Background: an optimization exercise with open tools, aiming at small area, a short achievable clock period and few clock cycles per item. Do not read the settings as production practice. Function was not checked in any run shown here: the RTL went through the layout flow alone. Power figures rest on the tool's default switching activity, not on a simulated workload.

==> flow/design.v (outline; a module is shown in full before it is edited, if it fits) <==
// module array_mul_top: 1927 lines
// module mul_fa: 4 lines
// module mul_ha: 4 lines
module array_mul_top (
   input  logic        clk,
   input  logic        arst_n,
   input  logic        in_valid,
   input  logic        para_mode,
   input  logic [15:0] a,
   input  logic [15:0] b,
   output logic        out_valid,
   output logic [31:0] p
);
  // ...
==> flow/run.sh <==
#!/bin/bash
# synth_recipe.tcl (not shown) runs the flow's synth.tcl, then flattens the netlist and writes it again
# the make line also repeats each setting of config.mk as NAME=value (left out here)
make -C /OpenROAD-flow-scripts/flow DESIGN_CONFIG=/design/flow/config.mk WORK_HOME=/design/flow/orfs CLKGATE_MAP_FILE= SYNTH_SCRIPT=/design/flow/synth_recipe.tcl finish
==> flow/config.mk <==
export PLATFORM = sky130hd
export DESIGN_NAME = array_mul_top
export DESIGN_NICKNAME = array_mul_top
export VERILOG_FILES = /design/flow/design.v
export SDC_FILE = /design/flow/constraint.sdc
export NUM_CORES = 4
export LEC_CHECK = 0
export CAP_MARGIN = 20
export CORE_MARGIN = 2
export CORE_UTILIZATION = 40
export SETUP_SLACK_MARGIN = 2.7
export SLEW_MARGIN = 20
export SYNTH_HIERARCHICAL = 1
export SYNTH_MINIMUM_KEEP_SIZE = 0
==> flow/constraint.sdc <==
create_clock -name core_clock -period 6.0 [get_ports {clk}]
set_input_delay 1.2000 -clock core_clock [delete_from_list [all_inputs] [get_ports {clk}]]
set_output_delay 1.2000 -clock core_clock [all_outputs]
set_load 0.01 [all_outputs]
==> summary.md, run 1 <==
| Metric | Value |
|---|---|
| Lkg Pwr | 4.505 nW |
| Placed inst area | 0.01086 mm² |
| Worst setup path endpoint | fs151_q1 |
| Reg2reg end | cg69_q2 |
| Net Switching | 2.412 mW |
| Final wirelength | 23910 µm |
| Area of the multi-input gates | 0.007076 mm² |
| Count of flip-flops and latches | 140 |
| Area contributors post-synth | fa_1 43%, dfxtp_1 28%, nand2_1 9.8% |
| Setup total negative slack | 0 ps |
| Comb group | 3.24 mW |
| Most used routing layer | met2 |
| Hold buffer count at CTS | 0 |
| Top delay family on crit path | adder cells |
| Chip width | 161.9 µm |
| Worst-path clk slew | 70 ps |
| DP Wirelength | 17040 µm |
| Port bufs | 68 |
| Drt wl/cell | 18.37 µm |
| Synth cell types | 44 |
| RSZ-0062 raised after global routing | true |
| Gp weighted congestion | 0.8523 |
| Total Nets Final | 1243 |
| Post-synth ARST share | 0.01429 |
| Largest register FFs | 2 |
| DRT met1 WL | 10250 µm |
| Critical path cell sequence | buf_16 > nor2b_4 > buf_4 > nand2_2 > fa_2 > fa_1 > fa_1 > fa_2 |
| Setup bufs post-CTS | 31 |
| Status | finished clean |
| Worst Tran Pin Value | 577.6 ps |
| Multi-input combinational area share | 0.5796 |
| XOR/XNOR share of the synthesized area | 0.02283 |
| Row count | 57 |
| Post_cts resized | 236 |
| Sequential share of power | 0.262 |
| Met3 usage | 0.04111 |
| Top Consumer | combinational cells |
| Area grow syn2layout | 22.36% |
| Multiplexer share of the synthesized area | 0 |
==> run 2, diff against run 1 <==
--- a/flow/design.v
+++ b/flow/design.v
@@ -924,154 +924,189 @@
    logic sm24;
    logic sm25;
    logic sm26;
    logic sm27;
    logic sm28;
    logic sm29;
    logic sm30;
    logic sm31;
+   logic fc64_q1;
+   logic fc65_q1;
+   logic fc67_q1;
+   logic fs68_q1;
+   logic fc68_q1;
+   logic fs71_q1;
+   logic fc71_q1;
+   logic fc72_q1;
+   logic fs73_q1;
+   logic fc73_q1;
+   logic fs74_q1;
+   logic fc74_q1;
+   logic fs75_q1;
+   logic fs76_q1;
+   logic fc76_q1;
+   logic fs77_q1;
+   logic fc77_q1;
+   logic fc79_q1;
+   logic fs80_q1;
+   logic fc80_q1;
+   logic fc81_q1;
+   logic fc82_q1;
+   logic fs83_q1;
+   logic fc83_q1;
+   logic fs103_q1;
+   logic fc103_q1;
+   logic fc106_q1;
+   logic fs107_q1;
+   logic fc107_q1;
+   logic fs108_q1;
+   logic fc108_q1;
    logic fs109_q1;
    logic fc109_q1;
+   logic fs110_q1;
+   logic fc110_q1;
+   logic fs111_q1;
    logic fc111_q1;
+   logic fs112_q1;
+   logic fc112_q1;
+   logic fs113_q1;
    logic fc113_q1;
+   logic fs114_q1;
+   logic fc114_q1;
+   logic fs115_q1;
+   logic fc115_q1;
+   logic fs116_q1;
    logic fc116_q1;
-   logic fs117_q1;
-   logic fc117_q1;
    logic fs118_q1;
    logic fc118_q1;
-   logic fs119_q1;
-   logic fc119_q1;
    logic fs120_q1;
    logic fc120_q1;
-   logic fs121_q1;
-   logic fc121_q1;
-   logic fs122_q1;
-   logic fc122_q1;
-   logic fs123_q1;
-   logic fc123_q1;
    logic fs124_q1;
    logic fc124_q1;
-   logic fs125_q1;
-   logic fc125_q1;
    logic fs126_q1;
    logic fc126_q1;
-   logic fs127_q1;
-   logic fc127_q1;
    logic fs128_q1;
-   logic fs129_q1;
-   logic fc129_q1;
+   logic fc128_q1;
+   logic fs130_q1;
+   logic fc130_q1;
+   logic fs131_q1;
    logic fc131_q1;
+   logic fs132_q1;
+   logic fc132_q1;
+   logic fs133_q1;
    logic fc133_q1;
+   logic fs134_q1;
+   logic fc134_q1;
+   logic fs135_q1;
    logic fc135_q1;
+   logic fs136_q1;
+   logic fs137_q1;
    logic fc137_q1;
+   logic fc139_q1;
+   logic fc141_q1;
+   logic fc145_q1;
+   logic fs146_q1;
+   logic fc146_q1;
+   logic fs147_q1;
+   logic fc147_q1;
+   logic fs148_q1;
    logic fc148_q1;
-   logic fs149_q1;
-   logic fc149_q1;
-   logic fs150_q1;
-   logic fc150_q1;
-   logic fs151_q1;
-   logic fc151_q1;
-   logic fs152_q1;
-   logic fc152_q1;
-   logic fs153_q1;
-   logic fc153_q1;
-   logic fs160_q1;
-   logic fc160_q1;
-   logic fs161_q1;
-   logic fc161_q1;
-   logic fs162_q1;
-   logic fc162_q1;
-   logic fs163_q1;
-   logic fc163_q1;
    logic fs164_q1;
+   logic fc164_q1;
+   logic fs165_q1;
+   logic fc165_q1;
+   logic fs166_q1;
+   logic fc169_q1;
+   logic fs170_q1;
+   logic fc170_q1;
+   logic fs171_q1;
    logic fc171_q1;
-   logic fs172_q1;
-   logic fc172_q1;
-   logic fs173_q1;
-   logic fc173_q1;
-   logic fs174_q1;
-   logic fc174_q1;
-   logic fs191_q1;
-   logic fc191_q1;
-   logic fs192_q1;
-   logic fc192_q1;
    logic fs193_q1;
+   logic fc193_q1;
+   logic fs194_q1;
    logic p0_q1;
    logic p0_q2;
    logic p1_q1;
    logic p1_q2;
-   logic p5_q1;
-   logic g6_q1;
-   logic p6_q1;
-   logic g7_q1;
+   logic g4_q1;
+   logic p4_q1;
+   logic p13_q2;
+   logic p14_q2;
+   logic p15_q2;
+   logic g16_q2;
+   logic p16_q2;
    logic p17_q2;
    logic p18_q2;
    logic p19_q2;
+   logic g20_q2;
    logic p20_q2;
    logic p21_q2;
    logic p22_q2;
    logic p23_q2;
+   logic g24_q2;
    logic p24_q2;
    logic p25_q2;
    logic p26_q2;
    logic p27_q2;
    logic p28_q2;
-   logic g29_q1;
-   logic p29_q1;
    logic p29_q2;
    logic g30_q1;
    logic p30_q1;
    logic p30_q2;
-   logic cg2_q1;
-   logic cp2_q1;
-   logic cg17_q1;
-   logic cp18_q1;
-   logic cg32_q1;
-   logic cg55_q2;
-   logic cg56_q2;
-   logic cp56_q2;
-   logic cg57_q2;
-   logic cp57_q2;
-   logic cg58_q2;
-   logic cp58_q2;
-   logic cg59_q2;
-   logic cp59_q2;
-   logic cg60_q2;
-   logic cp60_q2;
-   logic cg61_q2;
-   logic cp61_q2;
-   logic cg62_q2;
-   logic cp62_q2;
-   logic cg64_q2;
-   logic cg65_q2;
-   logic cg66_q2;
-   logic cg67_q2;
-   logic cg68_q2;
-   logic cg69_q2;
-   logic cg70_q2;
-   logic cg71_q2;
+   logic cg0_q1;
+   logic cg1_q1;
+   logic cp1_q1;
+   logic cg8_q2;
+   logic cp8_q2;
+   logic cg10_q2;
+   logic cp10_q2;
+   logic cg12_q2;
+   logic cp12_q2;
+   logic cg24_q2;
+   logic cp24_q2;
+   logic cg25_q2;
+   logic cp25_q2;
+   logic cg26_q2;
+   logic cp26_q2;
+   logic cg27_q2;
+   logic cp27_q2;
+   logic cg28_q2;
+   logic cp28_q2;
+   logic cg29_q2;
+   logic cp29_q2;
+   logic cg35_q2;
+   logic cg39_q2;
+   logic cp39_q2;
+   logic cp40_q2;
+   logic cp41_q2;
+   logic cp42_q2;
+   logic cp43_q2;
+   logic cg44_q2;
+   logic cp44_q2;
+   logic cg45_q2;
+   logic cp45_q2;
+   logic cg46_q2;
+   logic cp46_q2;
+   logic cg52_q2;
+   logic cg53_q2;
+   logic cg54_q2;
    logic sm2_q1;
    logic sm2_q2;
    logic sm3_q1;
    logic sm3_q2;
-   logic sm4_q1;
    logic sm4_q2;
    logic sm5_q2;
    logic sm6_q2;
    logic sm7_q2;
    logic sm8_q2;
    logic sm9_q2;
    logic sm10_q2;
    logic sm11_q2;
    logic sm12_q2;
-   logic sm13_q2;
-   logic sm14_q2;
-   logic sm15_q2;
-   logic sm16_q2;
    assign pp_0_0 = ~(a0 & b0);
    assign pp_0_1 = ~(a1 & b0);
    assign pp_0_2 = ~(a2 & b0);
    assign pp_0_3 = ~(a3 & b0);
    assign pp_0_4 = ~(a4 & b0);
    assign pp_0_5 = ~(a5 & b0);
    assign pp_0_6 = ~(a6 & b0);
    assign pp_0_7 = ~(a7 & b0);
@@ -1448,29 +1483,29 @@
    mul_fa u_fa109 (.x(fc52), .y(fc53), .z(fs56), .s(fs109), .c(fc109));
    mul_fa u_fa110 (.x(fs57), .y(fc54), .z(fc55), .s(fs110), .c(fc110));
    mul_fa u_fa111 (.x(fs58), .y(fs59), .z(fc56), .s(fs111), .c(fc111));
    mul_fa u_fa112 (.x(fc57), .y(fs60), .z(fc58), .s(fs112), .c(fc112));
    mul_fa u_fa113 (.x(fs61), .y(fs62), .z(fc59), .s(fs113), .c(fc113));
    mul_fa u_fa114 (.x(fc60), .y(fs63), .z(fs64), .s(fs114), .c(fc114));
    mul_fa u_fa115 (.x(fs65), .y(fc61), .z(fc62), .s(fs115), .c(fc115));
    mul_fa u_fa116 (.x(fs66), .y(fs67), .z(fc63), .s(fs116), .c(fc116));
-   mul_fa u_fa117 (.x(fc64), .y(fc65), .z(fs68), .s(fs117), .c(fc117));
+   mul_fa u_fa117 (.x(fc64_q1), .y(fc65_q1), .z(fs68_q1), .s(fs117), .c(fc117));
    mul_fa u_fa118 (.x(fs69), .y(fs70), .z(fc66), .s(fs118), .c(fc118));
-   mul_fa u_fa119 (.x(fc67), .y(fc68), .z(fs71), .s(fs119), .c(fc119));
+   mul_fa u_fa119 (.x(fc67_q1), .y(fc68_q1), .z(fs71_q1), .s(fs119), .c(fc119));
    mul_fa u_fa120 (.x(fs72), .y(fc69), .z(fc70), .s(fs120), .c(fc120));
-   mul_fa u_fa121 (.x(fs73), .y(fs74), .z(fc71), .s(fs121), .c(fc121));
-   mul_fa u_fa122 (.x(fs75), .y(fc72), .z(fs76), .s(fs122), .c(fc122));
-   mul_fa u_fa123 (.x(fc73), .y(fs77), .z(fc74), .s(fs123), .c(fc123));
+   mul_fa u_fa121 (.x(fs73_q1), .y(fs74_q1), .z(fc71_q1), .s(fs121), .c(fc121));
+   mul_fa u_fa122 (.x(fs75_q1), .y(fc72_q1), .z(fs76_q1), .s(fs122), .c(fc122));
+   mul_fa u_fa123 (.x(fc73_q1), .y(fs77_q1), .z(fc74_q1), .s(fs123), .c(fc123));
    mul_fa u_fa124 (.x(fs78), .y(fs79), .z(fc75), .s(fs124), .c(fc124));
-   mul_fa u_fa125 (.x(fc76), .y(fs80), .z(fc77), .s(fs125), .c(fc125));
+   mul_fa u_fa125 (.x(fc76_q1), .y(fs80_q1), .z(fc77_q1), .s(fs125), .c(fc125));
    mul_fa u_fa126 (.x(fs81), .y(fs82), .z(fc78), .s(fs126), .c(fc126));
-   mul_fa u_fa127 (.x(fc79), .y(fs83), .z(fc80), .s(fs127), .c(fc127));
+   mul_fa u_fa127 (.x(fc79_q1), .y(fs83_q1), .z(fc80_q1), .s(fs127), .c(fc127));
    mul_fa u_fa128 (.x(fs84), .y(fs85), .z(fs86), .s(fs128), .c(fc128));
-   mul_fa u_fa129 (.x(fc81), .y(fc82), .z(fc83), .s(fs129), .c(fc129));
+   mul_fa u_fa129 (.x(fc81_q1), .y(fc82_q1), .z(fc83_q1), .s(fs129), .c(fc129));
    mul_fa u_fa130 (.x(fs87), .y(fs88), .z(fs89), .s(fs130), .c(fc130));
    mul_fa u_fa131 (.x(fc84), .y(fc85), .z(fc86), .s(fs131), .c(fc131));
    mul_fa u_fa132 (.x(fs90), .y(fs91), .z(fc87), .s(fs132), .c(fc132));
    mul_fa u_fa133 (.x(fs92), .y(fc88), .z(fc89), .s(fs133), .c(fc133));
    mul_fa u_fa134 (.x(fs93), .y(fs94), .z(fc90), .s(fs134), .c(fc134));
    mul_fa u_fa135 (.x(fc91), .y(fs95), .z(fc92), .s(fs135), .c(fc135));
    mul_fa u_fa136 (.x(pp_15_9), .y(fs96), .z(fs97), .s(fs136), .c(fc136));
    mul_fa u_fa137 (.x(fc93), .y(fc94), .z(fc95), .s(fs137), .c(fc137));
@@ -1481,84 +1516,84 @@
    mul_fa u_fa142 (.x(pp_12_15), .y(pp_13_14), .z(pp_14_13), .s(fs142), .c(fc142));
    mul_fa u_ha13 (.x(pp_0_3), .y(pp_1_2), .z(1'b1), .s(hs13), .c(hc13));
    mul_fa u_fa143 (.x(pp_2_2), .y(pp_3_1), .z(pp_4_0), .s(fs143), .c(fc143));
    mul_fa u_fa144 (.x(pp_5_0), .y(hs12), .z(hc11), .s(fs144), .c(fc144));
    mul_fa u_fa145 (.x(hc12), .y(fs100), .z(fc99), .s(fs145), .c(fc145));
    mul_fa u_fa146 (.x(fs102), .y(fc100), .z(fc101), .s(fs146), .c(fc146));
    mul_fa u_fa147 (.x(fc102), .y(fs104), .z(fs105), .s(fs147), .c(fc147));
    mul_fa u_fa148 (.x(fc104), .y(fs106), .z(fc105), .s(fs148), .c(fc148));
-   mul_fa u_fa149 (.x(fs108), .y(fc106), .z(fc107), .s(fs149), .c(fc149));
-   mul_fa u_fa150 (.x(fs110), .y(fc108), .z(fs111), .s(fs150), .c(fc150));
-   mul_fa u_fa151 (.x(fc110), .y(fs112), .z(fs113), .s(fs151), .c(fc151));
-   mul_fa u_fa152 (.x(fc112), .y(fs114), .z(fs115), .s(fs152), .c(fc152));
-   mul_fa u_fa153 (.x(fs116), .y(fc114), .z(fc115), .s(fs153), .c(fc153));
-   mul_fa u_fa154 (.x(fs118_q1), .y(fc116_q1), .z(fc117_q1), .s(fs154), .c(fc154));
-   mul_fa u_fa155 (.x(fs120_q1), .y(fc118_q1), .z(fs121_q1), .s(fs155), .c(fc155));
-   mul_fa u_fa156 (.x(fc120_q1), .y(fs122_q1), .z(fs123_q1), .s(fs156), .c(fc156));
-   mul_fa u_fa157 (.x(fs124_q1), .y(fc122_q1), .z(fs125_q1), .s(fs157), .c(fc157));
-   mul_fa u_fa158 (.x(fs126_q1), .y(fc124_q1), .z(fs127_q1), .s(fs158), .c(fc158));
-   mul_fa u_fa159 (.x(fs128_q1), .y(fc126_q1), .z(fs129_q1), .s(fs159), .c(fc159));
-   mul_fa u_fa160 (.x(fs130), .y(fs131), .z(fc128), .s(fs160), .c(fc160));
-   mul_fa u_fa161 (.x(fs132), .y(fs133), .z(fc130), .s(fs161), .c(fc161));
-   mul_fa u_fa162 (.x(fs134), .y(fc132), .z(fs135), .s(fs162), .c(fc162));
-   mul_fa u_fa163 (.x(fs136), .y(fc134), .z(fs137), .s(fs163), .c(fc163));
+   mul_fa u_fa149 (.x(fs108_q1), .y(fc106_q1), .z(fc107_q1), .s(fs149), .c(fc149));
+   mul_fa u_fa150 (.x(fs110_q1), .y(fc108_q1), .z(fs111_q1), .s(fs150), .c(fc150));
+   mul_fa u_fa151 (.x(fc110_q1), .y(fs112_q1), .z(fs113_q1), .s(fs151), .c(fc151));
+   mul_fa u_fa152 (.x(fc112_q1), .y(fs114_q1), .z(fs115_q1), .s(fs152), .c(fc152));
+   mul_fa u_fa153 (.x(fs116_q1), .y(fc114_q1), .z(fc115_q1), .s(fs153), .c(fc153));
+   mul_fa u_fa154 (.x(fs118_q1), .y(fc116_q1), .z(fc117), .s(fs154), .c(fc154));
+   mul_fa u_fa155 (.x(fs120_q1), .y(fc118_q1), .z(fs121), .s(fs155), .c(fc155));
+   mul_fa u_fa156 (.x(fc120_q1), .y(fs122), .z(fs123), .s(fs156), .c(fc156));
+   mul_fa u_fa157 (.x(fs124_q1), .y(fc122), .z(fs125), .s(fs157), .c(fc157));
+   mul_fa u_fa158 (.x(fs126_q1), .y(fc124_q1), .z(fs127), .s(fs158), .c(fc158));
+   mul_fa u_fa159 (.x(fs128_q1), .y(fc126_q1), .z(fs129), .s(fs159), .c(fc159));
+   mul_fa u_fa160 (.x(fs130_q1), .y(fs131_q1), .z(fc128_q1), .s(fs160), .c(fc160));
+   mul_fa u_fa161 (.x(fs132_q1), .y(fs133_q1), .z(fc130_q1), .s(fs161), .c(fc161));
+   mul_fa u_fa162 (.x(fs134_q1), .y(fc132_q1), .z(fs135_q1), .s(fs162), .c(fc162));
+   mul_fa u_fa163 (.x(fs136_q1), .y(fc134_q1), .z(fs137_q1), .s(fs163), .c(fc163));
    mul_fa u_fa164 (.x(fs138), .y(fs139), .z(fc136), .s(fs164), .c(fc164));
    mul_fa u_fa165 (.x(fs140), .y(fc138), .z(fs141), .s(fs165), .c(fc165));
    mul_fa u_fa166 (.x(pp_15_12), .y(fs142), .z(fc140), .s(fs166), .c(fc166));
    mul_fa u_fa167 (.x(pp_13_15), .y(pp_14_14), .z(pp_15_13), .s(fs167), .c(fc167));
    mul_fa u_ha14 (.x(pp_0_2), .y(pp_1_1), .z(1'b1), .s(hs14), .c(hc14));
    mul_fa u_fa168 (.x(pp_2_1), .y(pp_3_0), .z(hs13), .s(fs168), .c(fc168));
    mul_fa u_fa169 (.x(hs11), .y(hc13), .z(fs143), .s(fs169), .c(fc169));
    mul_fa u_fa170 (.x(fs99), .y(fc143), .z(fs144), .s(fs170), .c(fc170));
    mul_fa u_fa171 (.x(fs101), .y(fc144), .z(fs145), .s(fs171), .c(fc171));
-   mul_fa u_fa172 (.x(fs103), .y(fc145), .z(fs146), .s(fs172), .c(fc172));
-   mul_fa u_fa173 (.x(fc103), .y(fc146), .z(fs147), .s(fs173), .c(fc173));
-   mul_fa u_fa174 (.x(fs107), .y(fs148), .z(fc147), .s(fs174), .c(fc174));
-   mul_fa u_fa175 (.x(fs109_q1), .y(fc148_q1), .z(fs149_q1), .s(fs175), .c(fc175));
-   mul_fa u_fa176 (.x(fc109_q1), .y(fc149_q1), .z(fs150_q1), .s(fs176), .c(fc176));
-   mul_fa u_fa177 (.x(fc111_q1), .y(fs151_q1), .z(fc150_q1), .s(fs177), .c(fc177));
-   mul_fa u_fa178 (.x(fc113_q1), .y(fs152_q1), .z(fc151_q1), .s(fs178), .c(fc178));
-   mul_fa u_fa179 (.x(fs117_q1), .y(fs153_q1), .z(fc152_q1), .s(fs179), .c(fc179));
-   mul_fa u_fa180 (.x(fs119_q1), .y(fc153_q1), .z(fs154), .s(fs180), .c(fc180));
-   mul_fa u_fa181 (.x(fc119_q1), .y(fc154), .z(fs155), .s(fs181), .c(fc181));
-   mul_fa u_fa182 (.x(fc121_q1), .y(fs156), .z(fc155), .s(fs182), .c(fc182));
-   mul_fa u_fa183 (.x(fc123_q1), .y(fs157), .z(fc156), .s(fs183), .c(fc183));
-   mul_fa u_fa184 (.x(fc125_q1), .y(fs158), .z(fc157), .s(fs184), .c(fc184));
-   mul_fa u_fa185 (.x(fc127_q1), .y(fs159), .z(fc158), .s(fs185), .c(fc185));
-   mul_fa u_fa186 (.x(fc129_q1), .y(fs160_q1), .z(fc159), .s(fs186), .c(fc186));
-   mul_fa u_fa187 (.x(fc131_q1), .y(fs161_q1), .z(fc160_q1), .s(fs187), .c(fc187));
-   mul_fa u_fa188 (.x(fc133_q1), .y(fs162_q1), .z(fc161_q1), .s(fs188), .c(fc188));
-   mul_fa u_fa189 (.x(fc135_q1), .y(fs163_q1), .z(fc162_q1), .s(fs189), .c(fc189));
-   mul_fa u_fa190 (.x(fc137_q1), .y(fs164_q1), .z(fc163_q1), .s(fs190), .c(fc190));
-   mul_fa u_fa191 (.x(fc139), .y(fs165), .z(fc164), .s(fs191), .c(fc191));
-   mul_fa u_fa192 (.x(fc141), .y(fs166), .z(fc165), .s(fs192), .c(fc192));
+   mul_fa u_fa172 (.x(fs103_q1), .y(fc145_q1), .z(fs146_q1), .s(fs172), .c(fc172));
+   mul_fa u_fa173 (.x(fc103_q1), .y(fc146_q1), .z(fs147_q1), .s(fs173), .c(fc173));
+   mul_fa u_fa174 (.x(fs107_q1), .y(fs148_q1), .z(fc147_q1), .s(fs174), .c(fc174));
+   mul_fa u_fa175 (.x(fs109_q1), .y(fc148_q1), .z(fs149), .s(fs175), .c(fc175));
+   mul_fa u_fa176 (.x(fc109_q1), .y(fc149), .z(fs150), .s(fs176), .c(fc176));
+   mul_fa u_fa177 (.x(fc111_q1), .y(fs151), .z(fc150), .s(fs177), .c(fc177));
+   mul_fa u_fa178 (.x(fc113_q1), .y(fs152), .z(fc151), .s(fs178), .c(fc178));
+   mul_fa u_fa179 (.x(fs117), .y(fs153), .z(fc152), .s(fs179), .c(fc179));
+   mul_fa u_fa180 (.x(fs119), .y(fc153), .z(fs154), .s(fs180), .c(fc180));
+   mul_fa u_fa181 (.x(fc119), .y(fc154), .z(fs155), .s(fs181), .c(fc181));
+   mul_fa u_fa182 (.x(fc121), .y(fs156), .z(fc155), .s(fs182), .c(fc182));
+   mul_fa u_fa183 (.x(fc123), .y(fs157), .z(fc156), .s(fs183), .c(fc183));
+   mul_fa u_fa184 (.x(fc125), .y(fs158), .z(fc157), .s(fs184), .c(fc184));
+   mul_fa u_fa185 (.x(fc127), .y(fs159), .z(fc158), .s(fs185), .c(fc185));
+   mul_fa u_fa186 (.x(fc129), .y(fs160), .z(fc159), .s(fs186), .c(fc186));
+   mul_fa u_fa187 (.x(fc131_q1), .y(fs161), .z(fc160), .s(fs187), .c(fc187));
+   mul_fa u_fa188 (.x(fc133_q1), .y(fs162), .z(fc161), .s(fs188), .c(fc188));
+   mul_fa u_fa189 (.x(fc135_q1), .y(fs163), .z(fc162), .s(fs189), .c(fc189));
+   mul_fa u_fa190 (.x(fc137_q1), .y(fs164_q1), .z(fc163), .s(fs190), .c(fc190));
+   mul_fa u_fa191 (.x(fc139_q1), .y(fs165_q1), .z(fc164_q1), .s(fs191), .c(fc191));
+   mul_fa u_fa192 (.x(fc141_q1), .y(fs166_q1), .z(fc165_q1), .s(fs192), .c(fc192));
    mul_fa u_fa193 (.x(fc142), .y(fs167), .z(fc166), .s(fs193), .c(fc193));
    mul_fa u_fa194 (.x(pp_14_15), .y(pp_15_14), .z(fc167), .s(fs194), .c(fc194));
    assign p0 = ~pp_0_0;
    assign g1 = pp_0_1 & pp_1_0;
    assign p1 = pp_0_1 ^ pp_1_0;
    assign g2 = pp_2_0 & hs14;
    assign p2 = pp_2_0 ^ hs14;
    assign g3 = hc14 & fs168;
    assign p3 = hc14 ^ fs168;
    assign g4 = fc168 & fs169;
    assign p4 = fc168 ^ fs169;
-   assign g5 = fc169 & fs170;
-   assign p5 = fc169 ^ fs170;
-   assign g6 = fc170 & fs171;
-   assign p6 = fc170 ^ fs171;
-   assign g7 = fc171 & fs172;
-   assign p7 = fc171_q1 ^ fs172_q1;
-   assign g8 = fc172_q1 & fs173_q1;
-   assign p8 = fc172_q1 ^ fs173_q1;
-   assign g9 = fs174_q1 & fc173_q1;
-   assign p9 = fs174_q1 ^ fc173_q1;
-   assign g10 = fc174_q1 & fs175;
-   assign p10 = fc174_q1 ^ fs175;
+   assign g5 = fc169_q1 & fs170_q1;
+   assign p5 = fc169_q1 ^ fs170_q1;
+   assign g6 = fc170_q1 & fs171_q1;
+   assign p6 = fc170_q1 ^ fs171_q1;
+   assign g7 = fc171_q1 & fs172;
+   assign p7 = fc171_q1 ^ fs172;
+   assign g8 = fc172 & fs173;
+   assign p8 = fc172 ^ fs173;
+   assign g9 = fs174 & fc173;
+   assign p9 = fs174 ^ fc173;
+   assign g10 = fc174 & fs175;
+   assign p10 = fc174 ^ fs175;
    assign g11 = fc175 & fs176;
    assign p11 = fc175 ^ fs176;
    assign g12 = fs177 & fc176;
    assign p12 = fs177 ^ fc176;
    assign g13 = fs178 & fc177;
    assign p13 = fs178 ^ fc177;
    assign g14 = fs179 & fc178;
    assign p14 = fs179 ^ fc178;
@@ -1579,33 +1614,33 @@
    assign g22 = fs187 & fc186;
    assign p22 = fs187 ^ fc186;
    assign g23 = fs188 & fc187;
    assign p23 = fs188 ^ fc187;
    assign g24 = fs189 & fc188;
    assign p24 = fs189 ^ fc188;
    assign g25 = fs190 & fc189;
    assign p25 = fs190 ^ fc189;
-   assign g26 = fs191_q1 & fc190;
-   assign p26 = fs191_q1 ^ fc190;
-   assign g27 = fs192_q1 & fc191_q1;
-   assign p27 = fs192_q1 ^ fc191_q1;
-   assign g28 = fs193_q1 & fc192_q1;
-   assign p28 = fs193_q1 ^ fc192_q1;
-   assign g29 = fs194 & fc193;
-   assign p29 = fs194 ^ fc193;
+   assign g26 = fs191 & fc190;
+   assign p26 = fs191 ^ fc190;
+   assign g27 = fs192 & fc191;
+   assign p27 = fs192 ^ fc191;
+   assign g28 = fs193_q1 & fc192;
+   assign p28 = fs193_q1 ^ fc192;
+   assign g29 = fs194_q1 & fc193_q1;
+   assign p29 = fs194_q1 ^ fc193_q1;
    assign g30 = pp_15_15 & fc194;
    assign p30 = pp_15_15 ^ fc194;
    assign cg0 = g1 | p1;
    assign cg1 = g3 | (p3 & g2);
    assign cp1 = p3 & p2;
-   assign cg2 = g5 | (p5 & g4);
-   assign cp2 = p5 & p4;
-   assign cg3 = g7_q1 | (p7 & g6_q1);
-   assign cp3 = p7 & p6_q1;
+   assign cg2 = g5 | (p5 & g4_q1);
+   assign cp2 = p5 & p4_q1;
+   assign cg3 = g7 | (p7 & g6);
+   assign cp3 = p7 & p6;
    assign cg4 = g9 | (p9 & g8);
    assign cp4 = p9 & p8;
    assign cg5 = g11 | (p11 & g10);
    assign cp5 = p11 & p10;
    assign cg6 = g13 | (p13 & g12);
    assign cp6 = p13 & p12;
    assign cg7 = g15 | (p15 & g14);
    assign cp7 = p15 & p14;
@@ -1616,24 +1651,24 @@
    assign cg10 = g21 | (p21 & g20);
    assign cp10 = p21 & p20;
    assign cg11 = g23 | (p23 & g22);
    assign cp11 = p23 & p22;
    assign cg12 = g25 | (p25 & g24);
    assign cp12 = p25 & p24;
    assign cg13 = g27 | (p27 & g26);
    assign cp13 = p27 & p26;
-   assign cg14 = g29_q1 | (p29_q1 & g28);
-   assign cp14 = p29_q1 & p28;
+   assign cg14 = g29 | (p29 & g28);
+   assign cp14 = p29 & p28;
    assign cg16 = g2 | (p2 & cg0);
-   assign cg17 = cg1 | (cp1 & cg0);
-   assign cg18 = g6_q1 | (p6_q1 & cg2_q1);
+   assign cg17 = cg1_q1 | (cp1_q1 & cg0_q1);
+   assign cg18 = g6 | (p6 & cg2);
    assign cp18 = p6 & cp2;
-   assign cg19 = cg3 | (cp3 & cg2_q1);
-   assign cp19 = cp3 & cp2_q1;
+   assign cg19 = cg3 | (cp3 & cg2);
+   assign cp19 = cp3 & cp2;
    assign cg20 = g10 | (p10 & cg4);
    assign cp20 = p10 & cp4;
    assign cg21 = cg5 | (cp5 & cg4);
    assign cp21 = cp5 & cp4;
    assign cg22 = g14 | (p14 & cg6);
    assign cp22 = p14 & cp6;
    assign cg23 = cg7 | (cp7 & cg6);
    assign cp23 = cp7 & cp6;
@@ -1646,248 +1681,283 @@
    assign cg27 = cg11 | (cp11 & cg10);
    assign cp27 = cp11 & cp10;
    assign cg28 = g26 | (p26 & cg12);
    assign cp28 = p26 & cp12;
    assign cg29 = cg13 | (cp13 & cg12);
    assign cp29 = cp13 & cp12;
    assign cg30 = g30_q1 | (p30_q1 & cg14);
    assign cp30 = p30_q1 & cp14;
-   assign cg32 = g4 | (p4 & cg17);
-   assign cg33 = cg2_q1 | (cp2_q1 & cg17_q1);
-   assign cg34 = cg18 | (cp18_q1 & cg17_q1);
-   assign cg35 = cg19 | (cp19 & cg17_q1);
+   assign cg32 = g4_q1 | (p4_q1 & cg17);
+   assign cg33 = cg2 | (cp2 & cg17);
+   assign cg34 = cg18 | (cp18 & cg17);
+   assign cg35 = cg19 | (cp19 & cg17);
    assign cg36 = g12 | (p12 & cg21);
    assign cp36 = p12 & cp21;
    assign cg37 = cg6 | (cp6 & cg21);
    assign cp37 = cp6 & cp21;
    assign cg38 = cg22 | (cp22 & cg21);
    assign cp38 = cp22 & cp21;
    assign cg39 = cg23 | (cp23 & cg21);
    assign cp39 = cp23 & cp21;
-   assign cg40 = g20 | (p20 & cg25);
+   assign cg40 = g20_q2 | (p20_q2 & cg25_q2);
    assign cp40 = p20 & cp25;
-   assign cg41 = cg10 | (cp10 & cg25);
+   assign cg41 = cg10_q2 | (cp10_q2 & cg25_q2);
    assign cp41 = cp10 & cp25;
-   assign cg42 = cg26 | (cp26 & cg25);
+   assign cg42 = cg26_q2 | (cp26_q2 & cg25_q2);
    assign cp42 = cp26 & cp25;
-   assign cg43 = cg27 | (cp27 & cg25);
+   assign cg43 = cg27_q2 | (cp27_q2 & cg25_q2);
    assign cp43 = cp27 & cp25;
    assign cg44 = g28 | (p28 & cg29);
    assign cp44 = p28 & cp29;
    assign cg45 = cg14 | (cp14 & cg29);
    assign cp45 = cp14 & cp29;
    assign cg46 = cg30 | (cp30 & cg29);
    assign cp46 = cp30 & cp29;
    assign cg48 = g8 | (p8 & cg35);
    assign cg49 = cg4 | (cp4 & cg35);
    assign cg50 = cg20 | (cp20 & cg35);
    assign cg51 = cg21 | (cp21 & cg35);
    assign cg52 = cg36 | (cp36 & cg35);
    assign cg53 = cg37 | (cp37 & cg35);
    assign cg54 = cg38 | (cp38 & cg35);
-   assign cg55 = cg39 | (cp39 & cg35);
-   assign cg56 = g24 | (p24 & cg43);
-   assign cp56 = p24 & cp43;
-   assign cg57 = cg12 | (cp12 & cg43);
-   assign cp57 = cp12 & cp43;
-   assign cg58 = cg28 | (cp28 & cg43);
-   assign cp58 = cp28 & cp43;
-   assign cg59 = cg29 | (cp29 & cg43);
-   assign cp59 = cp29 & cp43;
-   assign cg60 = cg44 | (cp44 & cg43);
-   assign cp60 = cp44 & cp43;
-   assign cg61 = cg45 | (cp45 & cg43);
-   assign cp61 = cp45 & cp43;
-   assign cg62 = cg46 | (cp46 & cg43);
-   assign cp62 = cp46 & cp43;
-   assign cg64 = g16 | (p16 & cg55);
-   assign cg65 = cg8 | (cp8 & cg55);
-   assign cg66 = cg24 | (cp24 & cg55);
-   assign cg67 = cg25 | (cp25 & cg55);
-   assign cg68 = cg40 | (cp40 & cg55);
-   assign cg69 = cg41 | (cp41 & cg55);
-   assign cg70 = cg42 | (cp42 & cg55);
-   assign cg71 = cg43 | (cp43 & cg55);
-   assign cg72 = cg56_q2 | (cp56_q2 & cg55_q2);
-   assign cg73 = cg57_q2 | (cp57_q2 & cg55_q2);
-   assign cg74 = cg58_q2 | (cp58_q2 & cg55_q2);
-   assign cg75 = cg59_q2 | (cp59_q2 & cg55_q2);
-   assign cg76 = cg60_q2 | (cp60_q2 & cg55_q2);
-   assign cg77 = cg61_q2 | (cp61_q2 & cg55_q2);
-   assign cg78 = cg62_q2 | (cp62_q2 & cg55_q2);
+   assign cg55 = cg39_q2 | (cp39_q2 & cg35_q2);
+   assign cg56 = g24_q2 | (p24_q2 & cg43);
+   assign cp56 = p24_q2 & cp43_q2;
+   assign cg57 = cg12_q2 | (cp12_q2 & cg43);
+   assign cp57 = cp12_q2 & cp43_q2;
+   assign cg58 = cg28_q2 | (cp28_q2 & cg43);
+   assign cp58 = cp28_q2 & cp43_q2;
+   assign cg59 = cg29_q2 | (cp29_q2 & cg43);
+   assign cp59 = cp29_q2 & cp43_q2;
+   assign cg60 = cg44_q2 | (cp44_q2 & cg43);
+   assign cp60 = cp44_q2 & cp43_q2;
+   assign cg61 = cg45_q2 | (cp45_q2 & cg43);
+   assign cp61 = cp45_q2 & cp43_q2;
+   assign cg62 = cg46_q2 | (cp46_q2 & cg43);
+   assign cp62 = cp46_q2 & cp43_q2;
+   assign cg64 = g16_q2 | (p16_q2 & cg55);
+   assign cg65 = cg8_q2 | (cp8_q2 & cg55);
+   assign cg66 = cg24_q2 | (cp24_q2 & cg55);
+   assign cg67 = cg25_q2 | (cp25_q2 & cg55);
+   assign cg68 = cg40 | (cp40_q2 & cg55);
+   assign cg69 = cg41 | (cp41_q2 & cg55);
+   assign cg70 = cg42 | (cp42_q2 & cg55);
+   assign cg71 = cg43 | (cp43_q2 & cg55);
+   assign cg72 = cg56 | (cp56 & cg55);
+   assign cg73 = cg57 | (cp57 & cg55);
+   assign cg74 = cg58 | (cp58 & cg55);
+   assign cg75 = cg59 | (cp59 & cg55);
+   assign cg76 = cg60 | (cp60 & cg55);
+   assign cg77 = cg61 | (cp61 & cg55);
+   assign cg78 = cg62 | (cp62 & cg55);
    assign sm2 = ~(p2 ^ cg0);
    assign sm3 = ~(p3 ^ cg16);
-   assign sm4 = ~(p4 ^ cg17);
-   assign sm5 = ~(p5_q1 ^ cg32_q1);
-   assign sm6 = ~(p6_q1 ^ cg33);
+   assign sm4 = ~(p4_q1 ^ cg17);
+   assign sm5 = ~(p5 ^ cg32);
+   assign sm6 = ~(p6 ^ cg33);
    assign sm7 = ~(p7 ^ cg34);
    assign sm8 = ~(p8 ^ cg35);
    assign sm9 = ~(p9 ^ cg48);
    assign sm10 = ~(p10 ^ cg49);
    assign sm11 = ~(p11 ^ cg50);
    assign sm12 = ~(p12 ^ cg51);
-   assign sm13 = ~(p13 ^ cg52);
-   assign sm14 = ~(p14 ^ cg53);
-   assign sm15 = ~(p15 ^ cg54);
-   assign sm16 = ~(p16 ^ cg55);
-   assign sm17 = ~(p17_q2 ^ cg64_q2);
-   assign sm18 = ~(p18_q2 ^ cg65_q2);
-   assign sm19 = ~(p19_q2 ^ cg66_q2);
-   assign sm20 = ~(p20_q2 ^ cg67_q2);
-   assign sm21 = ~(p21_q2 ^ cg68_q2);
-   assign sm22 = ~(p22_q2 ^ cg69_q2);
-   assign sm23 = ~(p23_q2 ^ cg70_q2);
-   assign sm24 = ~(p24_q2 ^ cg71_q2);
+   assign sm13 = ~(p13_q2 ^ cg52_q2);
+   assign sm14 = ~(p14_q2 ^ cg53_q2);
+   assign sm15 = ~(p15_q2 ^ cg54_q2);
+   assign sm16 = ~(p16_q2 ^ cg55);
+   assign sm17 = ~(p17_q2 ^ cg64);
+   assign sm18 = ~(p18_q2 ^ cg65);
+   assign sm19 = ~(p19_q2 ^ cg66);
+   assign sm20 = ~(p20_q2 ^ cg67);
+   assign sm21 = ~(p21_q2 ^ cg68);
+   assign sm22 = ~(p22_q2 ^ cg69);
+   assign sm23 = ~(p23_q2 ^ cg70);
+   assign sm24 = ~(p24_q2 ^ cg71);
    assign sm25 = ~(p25_q2 ^ cg72);
    assign sm26 = ~(p26_q2 ^ cg73);
    assign sm27 = ~(p27_q2 ^ cg74);
    assign sm28 = ~(p28_q2 ^ cg75);
    assign sm29 = ~(p29_q2 ^ cg76);
    assign sm30 = ~(p30_q2 ^ cg77);
    assign sm31 = ~cg78;
    always_ff @(posedge clk) begin
+      fc64_q1 <= fc64;
+      fc65_q1 <= fc65;
+      fc67_q1 <= fc67;
+      fs68_q1 <= fs68;
+      fc68_q1 <= fc68;
+      fs71_q1 <= fs71;
+      fc71_q1 <= fc71;
+      fc72_q1 <= fc72;
+      fs73_q1 <= fs73;
+      fc73_q1 <= fc73;
+      fs74_q1 <= fs74;
+      fc74_q1 <= fc74;
+      fs75_q1 <= fs75;
+      fs76_q1 <= fs76;
+      fc76_q1 <= fc76;
+      fs77_q1 <= fs77;
+      fc77_q1 <= fc77;
+      fc79_q1 <= fc79;
+      fs80_q1 <= fs80;
+      fc80_q1 <= fc80;
+      fc81_q1 <= fc81;
+      fc82_q1 <= fc82;
+      fs83_q1 <= fs83;
+      fc83_q1 <= fc83;
+      fs103_q1 <= fs103;
+      fc103_q1 <= fc103;
+      fc106_q1 <= fc106;
+      fs107_q1 <= fs107;
+      fc107_q1 <= fc107;
+      fs108_q1 <= fs108;
+      fc108_q1 <= fc108;
       fs109_q1 <= fs109;
       fc109_q1 <= fc109;
+      fs110_q1 <= fs110;
+      fc110_q1 <= fc110;
+      fs111_q1 <= fs111;
       fc111_q1 <= fc111;
+      fs112_q1 <= fs112;
+      fc112_q1 <= fc112;
+      fs113_q1 <= fs113;
       fc113_q1 <= fc113;
+      fs114_q1 <= fs114;
+      fc114_q1 <= fc114;
+      fs115_q1 <= fs115;
+      fc115_q1 <= fc115;
+      fs116_q1 <= fs116;
       fc116_q1 <= fc116;
-      fs117_q1 <= fs117;
-      fc117_q1 <= fc117;
       fs118_q1 <= fs118;
       fc118_q1 <= fc118;
-      fs119_q1 <= fs119;
-      fc119_q1 <= fc119;
       fs120_q1 <= fs120;
       fc120_q1 <= fc120;
-      fs121_q1 <= fs121;
-      fc121_q1 <= fc121;
-      fs122_q1 <= fs122;
-      fc122_q1 <= fc122;
-      fs123_q1 <= fs123;
-      fc123_q1 <= fc123;
       fs124_q1 <= fs124;
       fc124_q1 <= fc124;
-      fs125_q1 <= fs125;
-      fc125_q1 <= fc125;
       fs126_q1 <= fs126;
       fc126_q1 <= fc126;
-      fs127_q1 <= fs127;
-      fc127_q1 <= fc127;
       fs128_q1 <= fs128;
-      fs129_q1 <= fs129;
-      fc129_q1 <= fc129;
+      fc128_q1 <= fc128;
+      fs130_q1 <= fs130;
+      fc130_q1 <= fc130;
+      fs131_q1 <= fs131;
       fc131_q1 <= fc131;
+      fs132_q1 <= fs132;
+      fc132_q1 <= fc132;
+      fs133_q1 <= fs133;
       fc133_q1 <= fc133;
+      fs134_q1 <= fs134;
+      fc134_q1 <= fc134;
+      fs135_q1 <= fs135;
       fc135_q1 <= fc135;
+      fs136_q1 <= fs136;
+      fs137_q1 <= fs137;
       fc137_q1 <= fc137;
+      fc139_q1 <= fc139;
+      fc141_q1 <= fc141;
+      fc145_q1 <= fc145;
+      fs146_q1 <= fs146;
+      fc146_q1 <= fc146;
+      fs147_q1 <= fs147;
+      fc147_q1 <= fc147;
+      fs148_q1 <= fs148;
       fc148_q1 <= fc148;
-      fs149_q1 <= fs149;
-      fc149_q1 <= fc149;
-      fs150_q1 <= fs150;
-      fc150_q1 <= fc150;
-      fs151_q1 <= fs151;
-      fc151_q1 <= fc151;
-      fs152_q1 <= fs152;
-      fc152_q1 <= fc152;
-      fs153_q1 <= fs153;
-      fc153_q1 <= fc153;
-      fs160_q1 <= fs160;
-      fc160_q1 <= fc160;
-      fs161_q1 <= fs161;
-      fc161_q1 <= fc161;
-      fs162_q1 <= fs162;
-      fc162_q1 <= fc162;
-      fs163_q1 <= fs163;
-      fc163_q1 <= fc163;
       fs164_q1 <= fs164;
+      fc164_q1 <= fc164;
+      fs165_q1 <= fs165;
+      fc165_q1 <= fc165;
+      fs166_q1 <= fs166;
+      fc169_q1 <= fc169;
+      fs170_q1 <= fs170;
+      fc170_q1 <= fc170;
+      fs171_q1 <= fs171;
       fc171_q1 <= fc171;
-      fs172_q1 <= fs172;
-      fc172_q1 <= fc172;
-      fs173_q1 <= fs173;
-      fc173_q1 <= fc173;
-      fs174_q1 <= fs174;
-      fc174_q1 <= fc174;
-      fs191_q1 <= fs191;
-      fc191_q1 <= fc191;
-      fs192_q1 <= fs192;
-      fc192_q1 <= fc192;
       fs193_q1 <= fs193;
+      fc193_q1 <= fc193;
+      fs194_q1 <= fs194;
       p0_q1 <= p0;
       p0_q2 <= p0_q1;
       p1_q1 <= p1;
       p1_q2 <= p1_q1;
-      p5_q1 <= p5;
-      g6_q1 <= g6;
-      p6_q1 <= p6;
-      g7_q1 <= g7;
+      g4_q1 <= g4;
+      p4_q1 <= p4;
+      p13_q2 <= p13;
+      p14_q2 <= p14;
+      p15_q2 <= p15;
+      g16_q2 <= g16;
+      p16_q2 <= p16;
       p17_q2 <= p17;
       p18_q2 <= p18;
       p19_q2 <= p19;
+      g20_q2 <= g20;
       p20_q2 <= p20;
       p21_q2 <= p21;
       p22_q2 <= p22;
       p23_q2 <= p23;
+      g24_q2 <= g24;
       p24_q2 <= p24;
       p25_q2 <= p25;
       p26_q2 <= p26;
       p27_q2 <= p27;
       p28_q2 <= p28;
-      g29_q1 <= g29;
-      p29_q1 <= p29;
-      p29_q2 <= p29_q1;
+      p29_q2 <= p29;
       g30_q1 <= g30;
       p30_q1 <= p30;
       p30_q2 <= p30_q1;
-      cg2_q1 <= cg2;
-      cp2_q1 <= cp2;
-      cg17_q1 <= cg17;
-      cp18_q1 <= cp18;
-      cg32_q1 <= cg32;
-      cg55_q2 <= cg55;
-      cg56_q2 <= cg56;
-      cp56_q2 <= cp56;
-      cg57_q2 <= cg57;
-      cp57_q2 <= cp57;
-      cg58_q2 <= cg58;
-      cp58_q2 <= cp58;
-      cg59_q2 <= cg59;
-      cp59_q2 <= cp59;
-      cg60_q2 <= cg60;
-      cp60_q2 <= cp60;
-      cg61_q2 <= cg61;
-      cp61_q2 <= cp61;
-      cg62_q2 <= cg62;
-      cp62_q2 <= cp62;
-      cg64_q2 <= cg64;
-      cg65_q2 <= cg65;
-      cg66_q2 <= cg66;
-      cg67_q2 <= cg67;
-      cg68_q2 <= cg68;
-      cg69_q2 <= cg69;
-      cg70_q2 <= cg70;
-      cg71_q2 <= cg71;
+      cg0_q1 <= cg0;
+      cg1_q1 <= cg1;
+      cp1_q1 <= cp1;
+      cg8_q2 <= cg8;
+      cp8_q2 <= cp8;
+      cg10_q2 <= cg10;
+      cp10_q2 <= cp10;
+      cg12_q2 <= cg12;
+      cp12_q2 <= cp12;
+      cg24_q2 <= cg24;
+      cp24_q2 <= cp24;
+      cg25_q2 <= cg25;
+      cp25_q2 <= cp25;
+      cg26_q2 <= cg26;
+      cp26_q2 <= cp26;
+      cg27_q2 <= cg27;
+      cp27_q2 <= cp27;
+      cg28_q2 <= cg28;
+      cp28_q2 <= cp28;
+      cg29_q2 <= cg29;
+      cp29_q2 <= cp29;
+      cg35_q2 <= cg35;
+      cg39_q2 <= cg39;
+      cp39_q2 <= cp39;
+      cp40_q2 <= cp40;
+      cp41_q2 <= cp41;
+      cp42_q2 <= cp42;
+      cp43_q2 <= cp43;
+      cg44_q2 <= cg44;
+      cp44_q2 <= cp44;
+      cg45_q2 <= cg45;
+      cp45_q2 <= cp45;
+      cg46_q2 <= cg46;
+      cp46_q2 <= cp46;
+      cg52_q2 <= cg52;
+      cg53_q2 <= cg53;
+      cg54_q2 <= cg54;
       sm2_q1 <= sm2;
       sm2_q2 <= sm2_q1;
       sm3_q1 <= sm3;
       sm3_q2 <= sm3_q1;
-      sm4_q1 <= sm4;
-      sm4_q2 <= sm4_q1;
+      sm4_q2 <= sm4;
       sm5_q2 <= sm5;
       sm6_q2 <= sm6;
       sm7_q2 <= sm7;
       sm8_q2 <= sm8;
       sm9_q2 <= sm9;
       sm10_q2 <= sm10;
       sm11_q2 <= sm11;
       sm12_q2 <= sm12;
-      sm13_q2 <= sm13;
-      sm14_q2 <= sm14;
-      sm15_q2 <= sm15;
-      sm16_q2 <= sm16;
    end
    logic [1:0] vld;
    always_ff @(posedge clk or negedge arst_n) begin
       if (!arst_n) begin
          vld <= '0;
       end else begin
          vld <= {vld[0:0], in_valid};
       end
@@ -1901,20 +1971,20 @@
    assign p[5] = sm5_q2;
    assign p[6] = sm6_q2;
    assign p[7] = sm7_q2;
    assign p[8] = sm8_q2;
    assign p[9] = sm9_q2;
    assign p[10] = sm10_q2;
    assign p[11] = sm11_q2;
    assign p[12] = sm12_q2;
-   assign p[13] = sm13_q2;
-   assign p[14] = sm14_q2;
-   assign p[15] = sm15_q2;
-   assign p[16] = sm16_q2;
+   assign p[13] = sm13;
+   assign p[14] = sm14;
+   assign p[15] = sm15;
+   assign p[16] = sm16;
    assign p[17] = sm17;
    assign p[18] = sm18;
    assign p[19] = sm19;
    assign p[20] = sm20;
    assign p[21] = sm21;
    assign p[22] = sm22;
    assign p[23] = sm23;
    assign p[24] = sm24;
==> flow/config.mk (replaced) <==
export PLATFORM = sky130hd
export DESIGN_NAME = array_mul_top
export DESIGN_NICKNAME = array_mul_top
export VERILOG_FILES = /design/flow/design.v
export SDC_FILE = /design/flow/constraint.sdc
export NUM_CORES = 4
export LEC_CHECK = 0
export CAP_MARGIN = 20
export CORE_MARGIN = 2
export CORE_UTILIZATION = 40
export SETUP_SLACK_MARGIN = 3.0
export SLEW_MARGIN = 20
export SYNTH_HIERARCHICAL = 1
export SYNTH_MINIMUM_KEEP_SIZE = 0
==> run 2 against run 1 <==
Against the previous run:
- routed wire length down 4.3%
- worst setup slack better by 220 ps
- design area up 2.8%
- sequential share of layout area up 5.0 points
- die area up 6.0%
- via count down 0.55%
- worst hold slack better by 9.4 ps
- combinational power down 6.8%
- global-route usage down 1.5 points
- largest cell class unchanged
- sequential power up 17%
==> summary.md, run 2 <==
| Metric | Value |
|---|---|
| Antenna violations before repair | 0 |
| Initial Util | 0.4063 |
| Placed cell count | 1241 |
| Largest net degree at the start of global routing | 20 |
| Peak Freq | 0.3067 GHz |
| Num CTS Buffers | 17 |
| Area grow syn2layout | 18.49% |
| CP Data Arrival Time | 2060 ps |
| Reg-to-reg startpoint | fs77_q1 |
| Post-synth ARST share | 0.01143 (-0.002857) |
| Drt wl/cell | 17.41 µm (-5.2%) |
| Commonest non-fill, non-tap cell in the layout | nand2_1 |
| Fin crit period | 3260 ps |
| Post-synth top cells | 260 x nand2_1, 212 x fa_1, 173 x dfxtp_1, 64 x clkbuf_1 |
| Worst-Skew Late Latency | 440 ps |
| Ys flop type | dfxtp_1 |
| Row count | 59 (+3.5%) |
| # DRC | 0 |
| Post-Syn Area per Cell | 11.51 µm² |
| Commonest non-fill, non-tap cells in the layout | 219 x nand2_1, 182 x fa_1, 172 x dfxtp_1 |
| Synthesized cell area | 0.01059 mm² |
| Largest area contributor in the netlist | fa_1 |
| Drt first pass iters | 5 |
| Fin crit share | 0.5434 |
| Via count | 6485 |
| Hold buffer count at CTS | 0 (unchanged) |
| Port bufs | 68 (unchanged) |
| WHS Endpoint | sm2_q2 |
| R2R setup slack | 3180 ps |
| Lkg Pwr | 4.699 nW (+4.3%) |
| Chip width | 166.7 µm (+3.0%) |
| WP data required | 4800 ps |
| Synth warn | 7 |
| Worst-path clk slew | 80 ps (about the same) |
| Worst Clk Skew | 14.08 ps |
| Max-Cap Viols | 0 |
| First DRT Iteration DRCs | 346 |
| Share of layout cells above drive strength 1 | 0.2247 |
| Total power | 5.953 mW |
| Clock buffer depth | 2 |
| Multiplexer share of the synthesized area | 0.0009453 (+0.0009453) |
| CP Launch Type | flop |
| Final std cells w/o fill | 1314 |
| Cells after synthesis | 920 |
| Avg Vias per Cell | 4.935 |
| First-pass GRT wire length | 38230 µm |
| Total Nets Final | 1246 (+0.24%) |
| Vias in the first global route | 7240 |
| Yosys top cell area share | 0.4008 |
| Crit. End Element | output pin |
| Gp weighted congestion | 0.8766 (+2.9%) |
| Final setup fails | 0 |
| PwrDens | 474.4 mW/mm² |
| Top Ports | 69 |
| Setup total negative slack | 0 ps (unchanged) |
| DIE HEIGHT | 166.7 µm |
| Final wirelength | 22880 µm (-4.3%) |
| Largest Register | vld |
| Sequential fraction of the synthesis area | 0.3318 |
| Largest register FFs | 2 (unchanged) |
| XOR/XNOR share of the synthesized area | 0.01985 (-0.002976) |
| Most frequent cell after synthesis | nand2_1 |
| Max Slew Vio Count | 0 |
| Routed Antenna Nets | 0 |
| Relative slew slack | 0.4771 |
| RSZ-0062 raised after global routing | true |
| DP Wirelength | 16870 µm (-1.0%) |
| Hold Vio Cnt, Final | 0 |
| Area contributors post-synth | fa_1 40%, dfxtp_1 33%, nand2_1 9.2% |
| WS Path Type | reg2out |
| Root Buffer Master | clkbuf_16 |
| Area of the die | 0.02779 mm² |
| R2R cell count | 7 |
| Peak VDD IR | 0.0002965 V |
| CTS tree | done |
| PnR worst setup slack | 2740 ps |
| HP Class | reg2reg |
| Compound-cell area share of the yosys netlist | 0.03557 |
| Clock Sinks | 175 |
| Seq cells post-synth | 175 |
| Adder-Cell Fraction of Synth Area | 0.4386 |
| Number of diodes | 0 |
| Crit-path max FO | 8 |
| Gr ovfl total | 0 |
| Core area | 0.02606 mm² |
| Number of enable flip-flop cells after synthesis | 0 |
| Hold Path Origin | sm2_q1 |
| Worst Tran Pin Value | 784.4 ps (+206.8 ps) |
| Status | finished clean |
| Fill cell count | 2341 |
| Reg2reg end | cg25_q2 |
| Simple-gate portion of the synthesized area | 0.1234 |
| Synth cell types | 38 (-14%) |
| Total track usage | 0.1774 |
| Dpl ws | 1416 ps |
| Largest family of logic cells by synthesized area | adder cells |
| Hold Path Stages | 0 |
| Clock H-tree levels | 4 |
==> run 2: cell types whose count changed after synthesis, moves of 6 or more <==
cell	change
xor2_1	+6
o21ai_0	-6
xnor2_1	-8
dfxtp_1	+35
==> run 2: area by class of cell <==
type	count	area (µm²)	share of cell area
timing repair buffer	111	991.0	0.07898
tap	335	419.2	0.03341
multi-input combinational	652	6970	0.5555
sequential	175	3515	0.2801
clock buffer	17	425.4	0.03391
clock inverter	15	192.7	0.01536
inverter	9	33.78	0.002692
==> run 2: cells by family (layout without fill, tap and decap cells) <==
logic type               Yosys count  in the layout
AND/OR/NAND/NOR                  316            316
adder cells (fa/ha/maj)          244            244
flip-flops                       175            175
buffers and inverters            107            152
AO/OA/AOI/OAI                     52             52
XOR/XNOR                          24             24
other                              1             15
multiplexers                       1              1
==> run 2: routing by layer <==
metal / track usage / part of all wire
met5: 0 / 0
met4: 0.04535 / 0.011
met3: 0.04491 / 0.066
met2: 0.2920 / 0.49
met1: 0.2358 / 0.43
==> run 2: how the worst max path moves through the flow <==
stage,startpoint,endpoint
2_1_floorplan,a[15],fs74_q1
6_report,cg35_q2,p[28]
3_3_place_gp,para_mode,fs126_q1
5_1_grt,cg35_q2,p[28]
4_1_cts,cg35_q2,p[25]
3_5_place_dp,para_mode,fs114_q1
==> run 2: timing repair <==
item,CTS,global route
resized for setup,243,73
buffers inserted,19,22
gates cloned,0,0
pin swaps,10,32
setup endpoints to repair,113,44
==> run 2: metrics by stage <==
step | utilization | cell area (µm²) | hold WS [ps]
final | 0.4815 | 12550 | 338.1
after global routing | 0.4815 | 12550 | 344.7
after CTS | 0.4702 | 12250 | 341.8
after detailed placement | 0.4377 | 11410 | 313.2
after global placement | 0.4377 | 11410 | 312.8
after floorplan | - | 11170 | 309.6
==> run 2: report_power, final <==
part | internal [mW] | switching, mW
Sequential | 1.61 | 0.182
Clock | 0.604 | 0.540
Combinational | 1.45 | 1.57
Total | 3.66 | 2.29
==> run 2: critical path, cell delays in order (launching register included) <==
cell     delay [ps]
dfxtp_2         320
a21o_4          250
a221o_2         420
buf_6           140
a21oi_2         110
xor2_1          200
buf_2           170
==> run 2: Yosys stat by module, one instance, submodules excluded <==
module,flops+latches,cell area (µm²),copies in the design
mul_fa,0,20.02,210
array_mul_top,175,6385,1

-- separate check: timing with driven ports --
In the flow no input, the clock included, has a driving cell. The finished layouts below were timed again as built, in two steps.
Step 1 assumes that a clkbuf_16 drives the clock port and a buf_2 every other input.
Step 2 times the ports against the registers' clock, not the clock port: input delays grow and output delays shrink by t, the midpoint of the rising clock arrivals with the driver on.
Three values: no drivers, after step 1, after step 2; two values: the first two.
run | t (ns) | setup slack, ns | hold WS [ns] | pins driven straight from the clock port
run 1 | 0.474 | 2.522 / 2.465 / 1.991 | 0.329 / 0.329 / 0.329 | 1
run 2 | 0.478 | 2.740 / 2.693 / 2.515 | 0.338 / 0.338 / 0.338 | 1
After both steps setup and hold are still met in every run listed. The setup slack of run 1, which loses most, moves by -0.057 ns with the drivers and by -0.531 ns with both steps.
